Context: an optimization exercise on an open-source flow, tuned for small area and a short achievable clock period. The choices shown serve that exercise and are no tape-out recipe.
At most, simulation tests tie the RTL to the original design; equivalence was not proved.
No activity file was given, so power comes from the tool's default toggle rates.

== blue ==
==> module spi_ram_a21oi, before the edit <==
module spi_ram_a21oi (
    input  logic a1, a2, b1,
    output logic y
);
    assign y = ~((a1 & a2) | b1);
endmodule
==> module spi_ram_rd_bit, before the edit <==
module spi_ram_rd_bit (
    input  logic [255:0] col,
    input  logic [15:0]  r_lo,
    input  logic [15:0]  r_hi,
    input  logic         clr,
    output logic         y
);
    logic [31:0]  w_p;    
    logic [15:0]  w_q;    
    logic [3:0]   w_r;    
    logic [1:0]   w_s;    
    for (genvar h = 0; h < 16; h++) begin : g_grp
        for (genvar j = 0; j < 2; j++) begin : g_ao
            spi_ram_ao8 u_ao (
                .d (col[16*h + 8*j +: 8]),
                .s (r_lo[8*j +: 8]),
                .y (w_p[2*h + j])
            );
        end
        spi_ram_oai21 u_oai (
            .a1 (w_p[2*h]), .a2 (w_p[2*h + 1]), .b1 (r_hi[h]),
            .y  (w_q[h])
        );
    end
    for (genvar j = 0; j < 4; j++) begin : g_or
        spi_ram_nand4 u_nand (
            .a (w_q[4*j]),     .b (w_q[4*j + 1]),
            .c (w_q[4*j + 2]), .d (w_q[4*j + 3]),
            .y (w_r[j])
        );
    end
    spi_ram_nor2 u_nor0 (.a (w_r[0]), .b (w_r[1]), .y (w_s[0]));
    spi_ram_nor2 u_nor1 (.a (w_r[2]), .b (w_r[3]), .y (w_s[1]));
    spi_ram_a21oi u_out (.a1 (w_s[0]), .a2 (w_s[1]), .b1 (clr), .y (y));
endmodule
==> module spi_ram_array, before the edit <==
module spi_ram_array (
    input  logic        clk,
    input  logic        rst_n,
    input  logic        we,
    input  logic [7:0]  waddr,
    input  logic [7:0]  wdata,
    input  logic        re,
    input  logic [15:0] r_lo,
    input  logic [15:0] r_hi,
    output logic [7:0]  rdata
);
    logic [15:0]  w_lo_n, w_hi_en_n;
    logic [255:0] w_word_en;
    assign w_lo_n    = ~(16'd1 << waddr[3:0]);
    assign w_hi_en_n = ~((16'd1 << waddr[7:4]) & {16{we}});
    logic [2047:0] r_word;
    for (genvar a = 0; a < 256; a++) begin : g_word
        spi_ram_nor2 u_en (
            .a (w_hi_en_n[a / 16]),
            .b (w_lo_n[a % 16]),
            .y (w_word_en[a])
        );
        always_ff @(posedge clk) begin
            if (w_word_en[a]) begin
                r_word[8*a +: 8] <= wdata;
            end
        end
    end
    logic       w_clr;
    logic       w_rd_en;
    logic [7:0] w_rd;
    assign w_clr   = !rst_n;
    assign w_rd_en = re || w_clr;
    for (genvar b = 0; b < 8; b++) begin : g_rd
        logic [255:0] w_col;
        for (genvar a = 0; a < 256; a++) begin : g_col
            assign w_col[a] = r_word[8*a + b];
        end
        spi_ram_rd_bit u_rd (
            .col  (w_col),
            .r_lo (r_lo),
            .r_hi (r_hi),
            .clr  (w_clr),
            .y    (w_rd[b])
        );
    end
    always_ff @(posedge clk) begin
        if (w_rd_en) begin
            rdata <= w_rd;
        end
    end
endmodule
make LEC_CHECK=0 CAP_MARGIN=20 CORE_MARGIN=2 CORE_UTILIZATION=50 CTS_CLUSTER_DIAMETER=100 CTS_CLUSTER_SIZE=25 SETUP_SLACK_MARGIN=1.8 SLEW_MARGIN=20 SYNTH_HIERARCHICAL=1 finish   # period 4.0 ns
run.sh (not shown) runs the stock make flow with config.mk's settings and CLKGATE_MAP_FILE= SYNTH_SCRIPT=/design/flow/synth_recipe.tcl, a recipe that flattens the netlist after the stock synthesis.
Input-level comparison between red and blue:
diff --git a/flow/design.v b/flow/design.v
--- a/flow/design.v
+++ b/flow/design.v
@@ -32,19 +32,21 @@
     output logic y
 );
     assign y = ~(a | b);
 endmodule
-module spi_ram_a21oi (
-    input  logic a1, a2, b1,
-    output logic y
-);
-    assign y = ~((a1 & a2) | b1);
+module spi_ram_rd_mux (
+    input  logic e, s0, s1, e_n, q_n,
+    output logic y
+);
+    assign y = ~((e & s0 & s1) | (e_n & q_n));
 endmodule
 module spi_ram_rd_bit (
     input  logic [255:0] col,
     input  logic [15:0]  r_lo,
     input  logic [15:0]  r_hi,
-    input  logic         clr,
+    input  logic         e,
+    input  logic         e_n,
+    input  logic         q_n,
     output logic         y
 );
     logic [31:0]  w_p;    
     logic [15:0]  w_q;    
@@ -71,9 +73,12 @@
         );
     end
     spi_ram_nor2 u_nor0 (.a (w_r[0]), .b (w_r[1]), .y (w_s[0]));
     spi_ram_nor2 u_nor1 (.a (w_r[2]), .b (w_r[3]), .y (w_s[1]));
-    spi_ram_a21oi u_out (.a1 (w_s[0]), .a2 (w_s[1]), .b1 (clr), .y (y));
+    spi_ram_rd_mux u_out (
+        .e (e), .s0 (w_s[0]), .s1 (w_s[1]), .e_n (e_n), .q_n (q_n),
+        .y (y)
+    );
 endmodule
 module spi_ram_array (
     input  logic        clk,
     input  logic        rst_n,
@@ -101,30 +106,31 @@
                 r_word[8*a +: 8] <= wdata;
             end
         end
     end
-    logic       w_clr;
-    logic       w_rd_en;
-    logic [7:0] w_rd;
-    assign w_clr   = !rst_n;
-    assign w_rd_en = re || w_clr;
+    logic        w_e, w_e_n;
+    logic [15:0] w_hi;
+    logic [7:0]  w_d;
+    assign w_e   = re || !rst_n;
+    assign w_e_n = !w_e;
+    assign w_hi  = r_hi & {16{rst_n}};
     for (genvar b = 0; b < 8; b++) begin : g_rd
         logic [255:0] w_col;
         for (genvar a = 0; a < 256; a++) begin : g_col
             assign w_col[a] = r_word[8*a + b];
         end
         spi_ram_rd_bit u_rd (
             .col  (w_col),
             .r_lo (r_lo),
-            .r_hi (r_hi),
-            .clr  (w_clr),
-            .y    (w_rd[b])
+            .r_hi (w_hi),
+            .e    (w_e),
+            .e_n  (w_e_n),
+            .q_n  (!rdata[b]),
+            .y    (w_d[b])
         );
     end
     always_ff @(posedge clk) begin
-        if (w_rd_en) begin
-            rdata <= w_rd;
-        end
+        rdata <= w_d;
     end
 endmodule
 module spi_ram (
     input  logic       clk,
red — endpoint required time on the critical path 0.15 ns higher, blue as reference. u_ram.u_array.rdata[3] as the endpoint of the most critical setup path was reported by red, and u_ram.u_array.rdata[6] by blue. Relative to blue, the detailed-placement wirelength estimate of red is lower by 420 um. Mux cell area share after synthesis essentially unchanged between blue and red. [red vs blue] number of global-route vias before repair: higher in red. met3 track demand over resource in global routing ended up 0.58 points higher on red than on blue.
Function was not checked in any run of this note: the RTL went through the layout flow alone.

---

The RTL this note starts from:
==> flow/design.v <==
package spi_ram_pkg;
    localparam int ADDR_SIZE_DEF = 8;
    localparam int MEM_DEPTH_DEF = 256;
    typedef enum logic [1:0] {
        WR_ADDR = 2'b00,
        WR_DATA = 2'b01,
        RD_ADDR = 2'b10,
        RD_DATA = 2'b11
    } RAM_OP_e;
endpackage
module spi_ram_ao8 (
    input  logic [7:0] d,
    input  logic [7:0] s,
    output logic       y
);
    assign y = |(d & s);
endmodule
module spi_ram_nand4 (
    input  logic a, b, c, d,
    output logic y
);
    assign y = ~(a & b & c & d);
endmodule
module spi_ram_oai21 (
    input  logic a1, a2, b1,
    output logic y
);
    assign y = ~((a1 | a2) & b1);
endmodule
module spi_ram_nor2 (
    input  logic a, b,
    output logic y
);
    assign y = ~(a | b);
endmodule
module spi_ram_and4 (
    input  logic a, b, c, d,
    output logic y
);
    assign y = a & b & c & d;
endmodule
module spi_ram_and2 (
    input  logic a, b,
    output logic y
);
    assign y = a & b;
endmodule
module spi_ram_rd_mux (
    input  logic e, s0, s1, e_n, q_n,
    output logic y
);
    assign y = ~((e & s0 & s1) | (e_n & q_n));
endmodule
module spi_ram_rd_bit (
    input  logic [255:0] col,
    input  logic [15:0]  r_lo,
    input  logic [15:0]  r_hi,
    input  logic         e,
    input  logic         e_n,
    input  logic         q_n,
    output logic         y
);
    logic [31:0]  w_p;    
    logic [15:0]  w_q;    
    logic [3:0]   w_r;
    logic [1:0]   w_s;
    for (genvar h = 0; h < 16; h++) begin : g_grp
        for (genvar j = 0; j < 2; j++) begin : g_ao
            spi_ram_ao8 u_ao (
                .d (col[16*h + 8*j +: 8]),
                .s (r_lo[8*j +: 8]),
                .y (w_p[2*h + j])
            );
        end
        spi_ram_oai21 u_oai (
            .a1 (w_p[2*h]), .a2 (w_p[2*h + 1]), .b1 (r_hi[h]),
            .y  (w_q[h])
        );
    end
    for (genvar j = 0; j < 4; j++) begin : g_or
        spi_ram_and4 u_and (
            .a (w_q[4*j]),     .b (w_q[4*j + 1]),
            .c (w_q[4*j + 2]), .d (w_q[4*j + 3]),
            .y (w_r[j])
        );
    end
    spi_ram_and2 u_and0 (.a (w_r[0]), .b (w_r[1]), .y (w_s[0]));
    spi_ram_and2 u_and1 (.a (w_r[2]), .b (w_r[3]), .y (w_s[1]));
    spi_ram_rd_mux u_out (
        .e (e), .s0 (w_s[0]), .s1 (w_s[1]), .e_n (e_n), .q_n (q_n),
        .y (y)
    );
endmodule
module spi_ram_array (
    input  logic        clk,
    input  logic        rst_n,
    input  logic        we,
    input  logic [7:0]  waddr,
    input  logic [7:0]  wdata,
    input  logic        re,
    input  logic [15:0] r_lo,
    input  logic [15:0] r_hi,
    output logic [7:0]  rdata
);
    logic [15:0]  w_lo_n, w_hi_en_n;
    logic [255:0] w_word_en;
    assign w_lo_n    = ~(16'd1 << waddr[3:0]);
    assign w_hi_en_n = ~((16'd1 << waddr[7:4]) & {16{we}});
    logic [2047:0] r_word;
    for (genvar a = 0; a < 256; a++) begin : g_word
        spi_ram_nor2 u_en (
            .a (w_hi_en_n[a / 16]),
            .b (w_lo_n[a % 16]),
            .y (w_word_en[a])
        );
        always_ff @(posedge clk) begin
            if (w_word_en[a]) begin
                r_word[8*a +: 8] <= wdata;
            end
        end
    end
    logic        w_e, w_e_n;
    logic [15:0] w_hi;
    logic [7:0]  w_d;
    assign w_e   = re || !rst_n;
    assign w_e_n = !w_e;
    assign w_hi  = r_hi & {16{rst_n}};
    for (genvar b = 0; b < 8; b++) begin : g_rd
        logic [255:0] w_col;
        for (genvar a = 0; a < 256; a++) begin : g_col
            assign w_col[a] = r_word[8*a + b];
        end
        spi_ram_rd_bit u_rd (
            .col  (w_col),
            .r_lo (r_lo),
            .r_hi (w_hi),
            .e    (w_e),
            .e_n  (w_e_n),
            .q_n  (!rdata[b]),
            .y    (w_d[b])
        );
    end
    always_ff @(posedge clk) begin
        rdata <= w_d;
    end
endmodule
module spi_ram (
    input  logic       clk,
    input  logic       rst_n,
    input  logic [9:0] din,
    input  logic       rx_valid,
    output logic [7:0] dout,
    output logic       tx_valid,
    output logic       seq_err
);
    logic [7:0]  r_wr_addr;
    logic [15:0] r_rd_lo;
    logic [15:0] r_rd_hi;
    logic        r_wr_armed;
    logic        r_rd_armed;
    logic        r_tx_valid;
    logic        r_seq_err;
    logic [1:0] w_op;
    logic [7:0] w_payload;
    logic       w_we;
    logic       w_re;
    logic       w_seq_err;
    assign w_op      = din[9:8];
    assign w_payload = din[7:0];
    assign w_we      = rx_valid && (w_op == spi_ram_pkg::WR_DATA) && r_wr_armed;
    assign w_re      = rx_valid && (w_op == spi_ram_pkg::RD_DATA) && r_rd_armed;
    assign w_seq_err = rx_valid && w_op[0] && !(w_op[1] ? r_rd_armed : r_wr_armed);
    always_ff @(posedge clk) begin
        if (!rst_n) begin
            r_wr_addr  <= '0;
            r_rd_lo    <= 16'd1;
            r_rd_hi    <= 16'd1;
            r_wr_armed <= 1'b0;
            r_rd_armed <= 1'b0;
            r_tx_valid <= 1'b0;
            r_seq_err  <= 1'b0;
        end else begin
            r_tx_valid <= w_re;
            r_seq_err  <= w_seq_err;
            if (rx_valid && w_op == spi_ram_pkg::WR_ADDR) begin
                r_wr_addr  <= w_payload;
                r_wr_armed <= 1'b1;
            end else if (w_we) begin
                r_wr_addr  <= r_wr_addr + 8'd1;
            end
            if (rx_valid && w_op == spi_ram_pkg::RD_ADDR) begin
                r_rd_lo    <= 16'd1 << w_payload[3:0];
                r_rd_hi    <= 16'd1 << w_payload[7:4];
                r_rd_armed <= 1'b1;
            end else if (w_re) begin
                r_rd_lo <= {r_rd_lo[14:0], r_rd_lo[15]};
                if (r_rd_lo[15]) begin
                    r_rd_hi <= {r_rd_hi[14:0], r_rd_hi[15]};
                end
            end
        end
    end
    spi_ram_array u_array (
        .clk   (clk),
        .rst_n (rst_n),
        .we    (w_we),
        .waddr (r_wr_addr),
        .wdata (w_payload),
        .re    (w_re),
        .r_lo  (r_rd_lo),
        .r_hi  (r_rd_hi),
        .rdata (dout)
    );
    assign tx_valid = r_tx_valid;
    assign seq_err  = r_seq_err;
endmodule
module spi_ram_top (
    input  logic       clk,
    input  logic       rst_n,
    input  logic [9:0] din,
    input  logic       rx_valid,
    output logic [7:0] dout,
    output logic       tx_valid,
    output logic       seq_err
);
    spi_ram u_ram (
        .clk      (clk),
        .rst_n    (rst_n),
        .din      (din),
        .rx_valid (rx_valid),
        .dout     (dout),
        .tx_valid (tx_valid),
        .seq_err  (seq_err)
    );
endmodule
clock: 4.0 ns
lec_check: 0
cap_margin: 20
core_margin: 2
core_utilization: 50
cts_cluster_diameter: 100
cts_cluster_size: 25
setup_slack_margin: 2.0
slew_margin: 20
synth_hierarchical: 1
The baseline completed with no timing, DRC or antenna violations.
Then changed:
--- a/flow/design.v
+++ b/flow/design.v
@@ -38,8 +38,14 @@
     output logic y
 );
     assign y = a & b & c & d;
 endmodule
+module spi_ram_nand2 (
+    input  logic a, b,
+    output logic y
+);
+    assign y = ~(a & b);
+endmodule
 module spi_ram_and2 (
     input  logic a, b,
     output logic y
 );
@@ -93,20 +99,24 @@
 endmodule
 module spi_ram_array (
     input  logic        clk,
     input  logic        rst_n,
-    input  logic        we,
+    input  logic        wr_cmd,
+    input  logic        wr_armed,
     input  logic [7:0]  waddr,
     input  logic [7:0]  wdata,
     input  logic        re,
     input  logic [15:0] r_lo,
     input  logic [15:0] r_hi,
     output logic [7:0]  rdata
 );
-    logic [15:0]  w_lo_n, w_hi_en_n;
+    logic [15:0]  w_lo_n, w_hi_arm, w_hi_en_n;
     logic [255:0] w_word_en;
-    assign w_lo_n    = ~(16'd1 << waddr[3:0]);
-    assign w_hi_en_n = ~((16'd1 << waddr[7:4]) & {16{we}});
+    assign w_lo_n   = ~(16'd1 << waddr[3:0]);
+    assign w_hi_arm = (16'd1 << waddr[7:4]) & {16{wr_armed}};
+    for (genvar h = 0; h < 16; h++) begin : g_hi_en
+        spi_ram_nand2 u_en (.a (wr_cmd), .b (w_hi_arm[h]), .y (w_hi_en_n[h]));
+    end
     logic [2047:0] r_word;
     for (genvar a = 0; a < 256; a++) begin : g_word
         spi_ram_nor2 u_en (
             .a (w_hi_en_n[a / 16]),
@@ -161,14 +171,16 @@
     logic        r_tx_valid;
     logic        r_seq_err;
     logic [1:0] w_op;
     logic [7:0] w_payload;
+    logic       w_wr_cmd;
     logic       w_we;
     logic       w_re;
     logic       w_seq_err;
     assign w_op      = din[9:8];
     assign w_payload = din[7:0];
-    assign w_we      = rx_valid && (w_op == spi_ram_pkg::WR_DATA) && r_wr_armed;
+    assign w_wr_cmd  = rx_valid && (w_op == spi_ram_pkg::WR_DATA);
+    assign w_we      = w_wr_cmd && r_wr_armed;
     assign w_re      = rx_valid && (w_op == spi_ram_pkg::RD_DATA) && r_rd_armed;
     assign w_seq_err = rx_valid && w_op[0] && !(w_op[1] ? r_rd_armed : r_wr_armed);
     always_ff @(posedge clk) begin
         if (!rst_n) begin
@@ -202,9 +214,10 @@
     end
     spi_ram_array u_array (
         .clk   (clk),
         .rst_n (rst_n),
-        .we    (w_we),
+        .wr_cmd   (w_wr_cmd),
+        .wr_armed (r_wr_armed),
         .waddr (r_wr_addr),
         .wdata (w_payload),
         .re    (w_re),
         .r_lo  (r_rd_lo),
Effect: Die area barely changes; power barely changes; cell count goes down by 1.3%; register-to-register slack loses 0.05 ns; setup slack got worse by 0.048 ns; sequential power is about the same; global-route usage decreases by 0.91 points; maximum frequency goes down by 2.1%.

re-timing with driven ports:
How much do the figures lean on ideal ports? The routed layouts below were timed once more, with nothing changed but the port constraints.
Step 1 (the two cells are an assumption about what drives the block):
set clk [get_ports {clk}]
set_driving_cell -lib_cell sky130_fd_sc_hd__clkbuf_16 $clk
set_driving_cell -lib_cell sky130_fd_sc_hd__buf_2 [delete_from_list [all_inputs] $clk]
Step 2 also shifts input and output timing later by t, the mid clock arrival at the registers, as if the neighbouring blocks saw the same clock.
Slacks: no drivers / after step 1 / after step 2; pairs: no drivers / after step 1.
run	t (ns)	setup WS [ns]	hold slack, ns	clock arrival spread, ns
blue	0.820	1.376 / 1.376 / 0.910	0.471 / 0.428 / 0.522	0.040 / 0.040
red	0.818	1.496 / 1.496 / 0.808	0.501 / 0.482 / 0.501	0.049 / 0.049
the first run of note 2	0.824	1.779 / 1.779 / 1.013	0.447 / 0.404 / 0.461	0.047 / 0.047
the second run of note 2	0.820	1.731 / 1.731 / 0.974	0.478 / 0.438 / 0.509	0.046 / 0.046
After both steps every run listed still meets setup and hold. For the first run of note 2, which loses most, drivers alone change the setup slack by 0.000 ns; drivers and shift together by -0.766 ns.
